Background: an optimization exercise with open tools, aiming at small area, a short achievable clock period and few clock cycles. Do not read the settings as production practice. Only simulation tests tie the RTL to the original design; equivalence was not proved. Power and IR drop assume default switching activity.

==> flow/design.v, too long to show whole: its modules and the start of the top module <==
// module mp_fa: 10 lines
// module mp_mul16_csn: 673 lines
// module mp_csa16_28n: 780 lines
// module mp_engine: 301 lines
module mp_engine (
    input  logic               clock,
    input  logic               reset_n,
    input  logic               load_write,
    input  logic               load_target,
    input  mp_pkg::dict_addr_t load_addr,
    input  mp_pkg::sample_t    load_data,
    input  logic               start,
    output logic               done,
    input  mp_pkg::atom_addr_t x_read_addr,
    output mp_pkg::coef_t      x_read_data
);
  // ...
==> flow/flow/run.sh <==
#!/bin/bash
set -euo pipefail
cd "$(dirname "$0")/.."
bash standard.sh SETUP_SLACK_MARGIN=6.4 finish > flow_make.log 2>&1
==> flow/standard.sh <==
#!/bin/bash
# synth_recipe.tcl (not shown) runs the flow's synth.tcl, then flattens the netlist and writes it again
# the make line also repeats each setting of config.mk as NAME=value (left out here)
make -C /OpenROAD-flow-scripts/flow DESIGN_CONFIG=/design/flow/config.mk WORK_HOME=/design/flow/orfs CLKGATE_MAP_FILE= SYNTH_SCRIPT=/design/flow/synth_recipe.tcl "${@:-finish}"
==> flow/config.mk <==
export PLATFORM = sky130hd
export DESIGN_NAME = mp_engine
export DESIGN_NICKNAME = mp_engine
export VERILOG_FILES = /design/flow/design.v
export SDC_FILE = /design/flow/constraint.sdc
export NUM_CORES = 4
export LEC_CHECK = 0
export CAP_MARGIN = 20
export CORE_MARGIN = 2
export CORE_UTILIZATION = 62
export CTS_CLUSTER_SIZE = 30
export SLEW_MARGIN = 20
export SYNTH_HIERARCHICAL = 1
export SYNTH_MINIMUM_KEEP_SIZE = 0
==> flow/constraint.sdc <==
create_clock -name core_clock -period 10.0 [get_ports {clock}]
set_input_delay 2.0000 -clock core_clock [delete_from_list [all_inputs] [get_ports {clock}]]
set_output_delay 2.0000 -clock core_clock [all_outputs]
set_load 0.01 [all_outputs]
==> notes.md, run 1 <==
Synthesis produced a netlist with a net count of 18.3k. The combinational-cell power consumption came out at 31.3 mW. For this run, the register share of the synthesized area comes to 41.2%. In this run the most critical hold path is launched from slast_2. The clock slew seen by the registers of the worst setup and hold paths came out at 60 ps.

The most critical setup path has its startpoint at ra[4][0]. The min-delay analysis places its worst path in the category reg -> reg. The share of total power in sequential cells is 30.1%. The count of distinct cell types in the synthesized netlist came out at 89. The fraction of power spent switching nets came out at 40.3%.

The post-synth design cell area is 173000 um^2. The final antenna-violating net count is 0. The number of port buffers is 64. The count of vias placed by the detailed router came out at 115k. The number of core rows came out at 194.

The starting density of the core came out at 62.2%. VDD sags by at most 0.799 mV. The fraction of synthesized area in multiplexers came out at 7.25%.

The first global-routing pass estimated 772000 um of wire. The run finished with no timing, DRC or antenna violations. The power in the clock group came out at 14.1 mW. The routed wire length came out at 521000 um. The largest total area in the synthesized netlist belongs to sky130_fd_sc_hd__dfxtp_1. The share of the synthesized area in compound gates (AO/OA/AOI/OAI) is 7.02%.

The clock latency on the worst-skew pair came out at 970 ps. The total global routing overflow is 0. The number of max-slew violations in the final report is 0. The fraction of standard cell area in multi-input logic came out at 49.2%. The post-route clock period utilization came out at 37.2%. For the pin with the worst max-slew slack, the measured transition is 1270 ps.

The share of synthesized area in the top cell type comes to 37.5%. The worst-case clock skew is 83.0 ps. The clock drives 3459 sinks. Among all cell classes, the greatest summed area belongs to multi-input combinational cells.

The leakage power total is 77.3 nW. The post-detailed-route DRC marker count came out at 0. The largest power group is combinational logic. The minimum period implied by the final worst setup slack came out at 3720 ps.

After legalization and detailed placement, the total HPWL measured 365000 um. The fraction of final cell area spent on clock buffers and inverters in this run is 6.67%. The placement-stage cell area came out at 171000 um^2. The setup check on the worst reg-to-reg path leaves a slack of 6280 ps. The worst register-to-register path ends at csy_q[4][16].

The number of placed instances, taps included, is 18.3k.
Testbench counts, summed over its fixed seeds: cycles 10,545.
==> run 2: changes to the inputs <==
--- a/flow/config.mk
+++ b/flow/config.mk
@@ -5,6 +5,7 @@
 export SDC_FILE = /design/flow/constraint.sdc
 export NUM_CORES = 4
 export LEC_CHECK = 0
+export ABC_AREA = 1
 export CAP_MARGIN = 20
 export CORE_MARGIN = 2
 export CORE_UTILIZATION = 62
==> notes.md, run 2 <==
The aggregate negative setup slack came out at 0 ps (unchanged). The wire length of the first global-routing pass is 811000 um (was 772000 um). The number of failing setup endpoints in the final timing report came out at 0 (unchanged).

The number of global-route vias before repair came to 122k (was 118k). The launch point of the worst reg-to-reg path is csx_q[0][24] (was ra[4][0]). The post-detailed-route DRC marker count was 0 (unchanged).

The Yosys warning count is 29 (unchanged). The multi-input logic area came out at 90800 um^2 (was 93000 um^2). Commonest cells after routing, fill and taps aside: sky130_fd_sc_hd__nand2_1, sky130_fd_sc_hd__dfxtp_1, sky130_fd_sc_hd__nor2_1 (was sky130_fd_sc_hd__dfxtp_1, sky130_fd_sc_hd__nand2_1, sky130_fd_sc_hd__fa_1).

The clock tree from TritonCTS is done (unchanged). Unrepaired setup endpoints after global routing: true (unchanged). The endpoint kind of the worst setup timing path is a register (unchanged). The pin count of the biggest net entering global routing came out at 92 (was 142).

The number of primary I/O pins was 65 (unchanged). Synth top area cells: sky130_fd_sc_hd__dfxtp_1, sky130_fd_sc_hd__fa_1, sky130_fd_sc_hd__nand2_1 (was sky130_fd_sc_hd__dfxtp_1, sky130_fd_sc_hd__fa_1, sky130_fd_sc_hd__mux2i_1). The total global routing overflow is 0 (unchanged).

The die span in y is 541 um (was 533 um). The H-tree depth was 5 (unchanged). The instance count of the mapped netlist came out at 19.1k (was 15.8k). The path class of the lowest-slack min-delay path is reg -> reg (unchanged). The area used by sequential logic in the layout is 72000 um^2 (about the same). The power density over the cells came out at 377 nW/um^2 (was 344 nW/um^2). The maximum clock frequency came to 0.271 GHz (was 0.269 GHz).

The number of synthesized flops with an enable pin is 209 (unchanged). The final antenna-violating net count is 0 (unchanged). The pre-CTS worst setup slack is 4910 ps (was 4780 ps). The half-perimeter wire length after detailed placement is 382000 um (was 365000 um). The post-synth net total is 21.6k (was 18.3k). The starting density of the core is 62.5% (was 62.2%).

The transition time at the pin with the least slew margin was 1260 ps (was 1270 ps). The number of buffers inserted for hold repair after clock tree synthesis was 0 (unchanged). The cell chosen for the clock root was sky130_fd_sc_hd__clkbuf_16 (unchanged).

The number of core rows is 196 (was 194). The leakage power total was 77.9 nW (was 77.3 nW). The filler cell count is 23.1k (was 21.0k).

The setup slack on the worst flop-to-flop path came to 6320 ps (was 6280 ps). The minimum period implied by the final worst setup slack is 3680 ps (was 3720 ps). The routed wire length per instance is 25.1 um (was 27.1 um). The largest register by flop count was dict (unchanged). The horizontal extent of the die came out at 541 um (was 533 um). The biggest area consumer among synthesized cells is sky130_fd_sc_hd__dfxtp_1 (unchanged).

The clock slew seen by the registers of the worst setup and hold paths came out at 60 ps (about the same). The count of distinct cell types in the synthesized netlist is 56 (was 89). The fraction of synthesized cell area taken by the top area cell type is 36.5% (was 37.5%). The routability-driven placement congestion ratio is 1.02 (was 1.01).

The number of clock sinks came to 3459 (unchanged). Cell-by-cell listing of the critical path: fa_2, fa_1, fa_1, fa_1, fa_2, fa_2 (was buf_8, and2_1, fa_2, fa_1, fa_2, fa_1, fa_2, fa_2). The type of origin of the critical path is a register (unchanged).

The most common library cell in the layout ignoring fill and taps is sky130_fd_sc_hd__nand2_1 (was sky130_fd_sc_hd__dfxtp_1). The termination of the worst setup path is sy_q[25] (was csy_q[4][16]). The highest-delay cell along the critical path was sky130_fd_sc_hd__fa_2 (unchanged). The tightest slew margin relative to the limit was 15.8% (was 15.5%). The number of max-slew violations in the final report came to 0 (unchanged). The sequential-to-total area share from yosys stat is 40.0% (was 41.2%). The maximum ir drop on the vdd rail was 2.37 mV (was 0.799 mV). The core box area is 286000 um^2 (was 279000 um^2). Most used standard cells in the synthesized netlist: sky130_fd_sc_hd__nand2_1, sky130_fd_sc_hd__dfxtp_1, sky130_fd_sc_hd__nor2_1 (was sky130_fd_sc_hd__dfxtp_1, sky130_fd_sc_hd__nand2_1, sky130_fd_sc_hd__fa_1). The post-synth design cell area is 178000 um^2 (was 173000 um^2).

The initial antenna violation count came out at 19 (was 22). The post-route worst hold slack was 326 ps (about the same). The delay of the slowest cell on the worst path was 670 ps (was 540 ps). The global-route usage over all layers came to 37.6% (was 36.4%). The count of vias placed by the detailed router came out at 127k (was 115k). The mean area per synthesized cell is 9.35 um^2 (was 11.0 um^2). The launch instance of the worst min-delay path is t3_1 (was slast_2). The layout overhead on the synthesized area is 6.01% (was 8.92%).

The most common cell in the netlist is sky130_fd_sc_hd__nand2_1 (was sky130_fd_sc_hd__dfxtp_1). Top flop regs: dict x2048, csx_q x224, csy_q x224 (unchanged). The largest fanout of any net on the critical path came to 2 (was 16). The number of maximum-capacitance constraint violations was 0 (unchanged). The per-cell via count in the routed design was 5.72 (was 5.97). The final count of hold timing violations came to 0 (unchanged). The number of port buffers came out at 64 (unchanged).

The end of the worst register-to-register path was sy_q[25] (was csy_q[4][16]). The final cell utilization of the core came out at 66.2% (was 67.7%). The worst-case clock skew came out at 78.7 ps (was 83.0 ps). The category of the critical setup timing path is reg -> reg (unchanged). The primary flip-flop cell chosen by synthesis mapping is sky130_fd_sc_hd__dfxtp_1 (unchanged). The async set or reset register ratio after synthesis came out at 0% (unchanged). The total clock buffers created by CTS is 356 (was 358).

The required time at the worst-slack endpoint was 10750 ps (was 10780 ps). The detailed router's first-iteration violation count is 14.2k (was 11.7k). The flop and latch count out of synthesis came to 3459 (unchanged).

The routed wire length is 555000 um (was 521000 um). The number of nets in the layout was 20.6k (was 17.7k). The overall die area came out at 292000 um^2 (was 284000 um^2). The worst setup path startpoint is csx_q[0][24] (was ra[4][0]). The clock latency on the worst-skew pair is 960 ps (was 970 ps). Result of the run: complete, no violations (unchanged). The count of TritonRoute iterations in the first routing pass is 7 (was 6). The worst setup margin is 6320 ps (was 6280 ps). The post-route clock period utilization came out at 36.8% (was 37.2%). The data arrival time of the critical path is 4430 ps (was 4500 ps). The maximum root-to-sink buffer count was 4 (unchanged). The number of flip-flops under the largest register name came to 2048 (unchanged). The cell depth of the worst flop-to-flop path was 6 (was 8). The fraction of layout cells with a size suffix above 1 came out at 8.07% (was 11.8%).
run 2: changes by cell type after synthesis, moves of 129 or more:
cell / previous run / this run
sky130_fd_sc_hd__nand2_1: 2184 / 4186
sky130_fd_sc_hd__buf_1: 43 / 266
sky130_fd_sc_hd__mux2_2: 151 / 0
sky130_fd_sc_hd__and2_1: 448 / 3
sky130_fd_sc_hd__buf_6: 113 / 359
sky130_fd_sc_hd__o21ai_0: 204 / 406
sky130_fd_sc_hd__mux2i_1: 1085 / 0
sky130_fd_sc_hd__a21oi_1: 1443 / 2152
sky130_fd_sc_hd__nand3_1: 95 / 307
sky130_fd_sc_hd__clkbuf_1: 589 / 444
sky130_fd_sc_hd__nor2_1: 1362 / 2261
sky130_fd_sc_hd__a31oi_1: 26 / 155
sky130_fd_sc_hd__inv_1: 379 / 1276
run 2: worst min path at each step:
stage,end,slack [ps],cells after the start
floorplan,atom_2[0],310,0
global placement,t3_2,310,0
detailed placement,slast_3,310,0
CTS,slast_2,320,0
global route,first_2,330,0
finish,t3_2,330,0
run 2: where the power goes:
| group | switching (mW) | internal (mW) | total (mW) | leakage [nW] |
|---|---|---|---|---|
| sequential | 2.83 | 16.9 | 19.7 | 29.3 |
| clock | 5.88 | 7.87 | 13.7 | 6.00 |
| combinational | 22.6 | 15.3 | 37.8 | 42.6 |
| total | 31.3 | 40.0 | 71.3 | 77.9 |
run 2: timing repair:
item                                    in CTS  in global routing
buffers inserted                            38                106
cloned                                      10                  9
endpoints found under the setup margin     583                270
gates resized for setup                    513                239
pin swaps                                   13                 23
endpoints found under the hold margin        0                  0
run 2: modules after synthesis, one instance, submodules excluded:
module / flops+latches / cells
mp_csa16_28n: 0 / 92
mp_fa: 0 / 1
mp_engine: 3459 / 13400
mp_mul16_csn: 0 / 462
run 2: cell type report:
class	count	area share [%]
multi-input combinational	12500	48.0
sequential	3459	38.0
clock buffer	535	5.60
timing repair buffer	423	2.37
clock inverter	124	0.890
tap	3762	2.49
inverter	1290	2.59
antenna	18	0.0238
run 2: worst max-delay path: cells and delay by family, from the launching register on:
family                     cells  cell delay [ps]
adders and majority gates      6             3090
DFF                            1              370
run 2: kinds of logic after synthesis:
kind of cell | after synthesis | synth area share [%]
buf+inv | 3103 | 9.55
flops | 3459 | 40.0
xor+xnor | 160 | 0.785
simple gates | 6939 | 15.1
fa+ha+maj | 2498 | 26.1
other cells | 17 | 0.0358
compound gates | 2909 | 8.44
run 2: stage by stage:
stage | total power [mW] | cell area, um^2 | instances
after floorplan | 48.3 | 178000 | 19100
after global placement | 54.1 | 173000 | 21300
after detailed placement | 54.3 | 173000 | 21300
after CTS | 69.6 | 187000 | 22000
after global routing | 75.0 | 189000 | 22100
final | 71.3 | 189000 | 22100
run 2: per-layer routing:
layer  vias to the layer above  global-route usage [%]  wire, um
li1                      57000                       -         -
met1                     62100                    53.5    229000
met2                      6366                    55.1    237000
met3                      1230                    8.39     60900
met4                        12                    17.2     28400
met5                         -                       0        86

-- re-timing with driven ports --
Ports are ideal in the flow. The routed layouts listed here were re-timed in OpenROAD. Step 1 (the two cells are an assumption about what drives the block):
set clk [get_ports {clock}]
set_driving_cell -lib_cell sky130_fd_sc_hd__clkbuf_16 $clk
set_driving_cell -lib_cell sky130_fd_sc_hd__buf_2 [delete_from_list [all_inputs] $clk]
Step 2 adds t to the input delays and takes it off the output delays; t is the mean of the earliest and latest rising clock arrival at the registers after step 1. Input paths then give back, and output paths get back, about the clock's delay inside the block. Slacks: no drivers / after step 1 / after step 2; pairs: no drivers / after step 1.
run | t (ns) | setup WS [ns] | worst hold slack (ns) | worst register clock-pin slew, ns
run 1 | 1.028 | 6.282 / 6.282 / 5.551 | 0.326 / 0.326 / 0.326 | 0.07 / 0.07
run 2 | 1.028 | 6.316 / 6.316 / 5.618 | 0.326 / 0.326 / 0.326 | 0.07 / 0.07
After both steps every run listed still meets setup and hold. The setup slack of run 1, which loses most, moves by 0.000 ns with the drivers and by -0.731 ns with both steps.
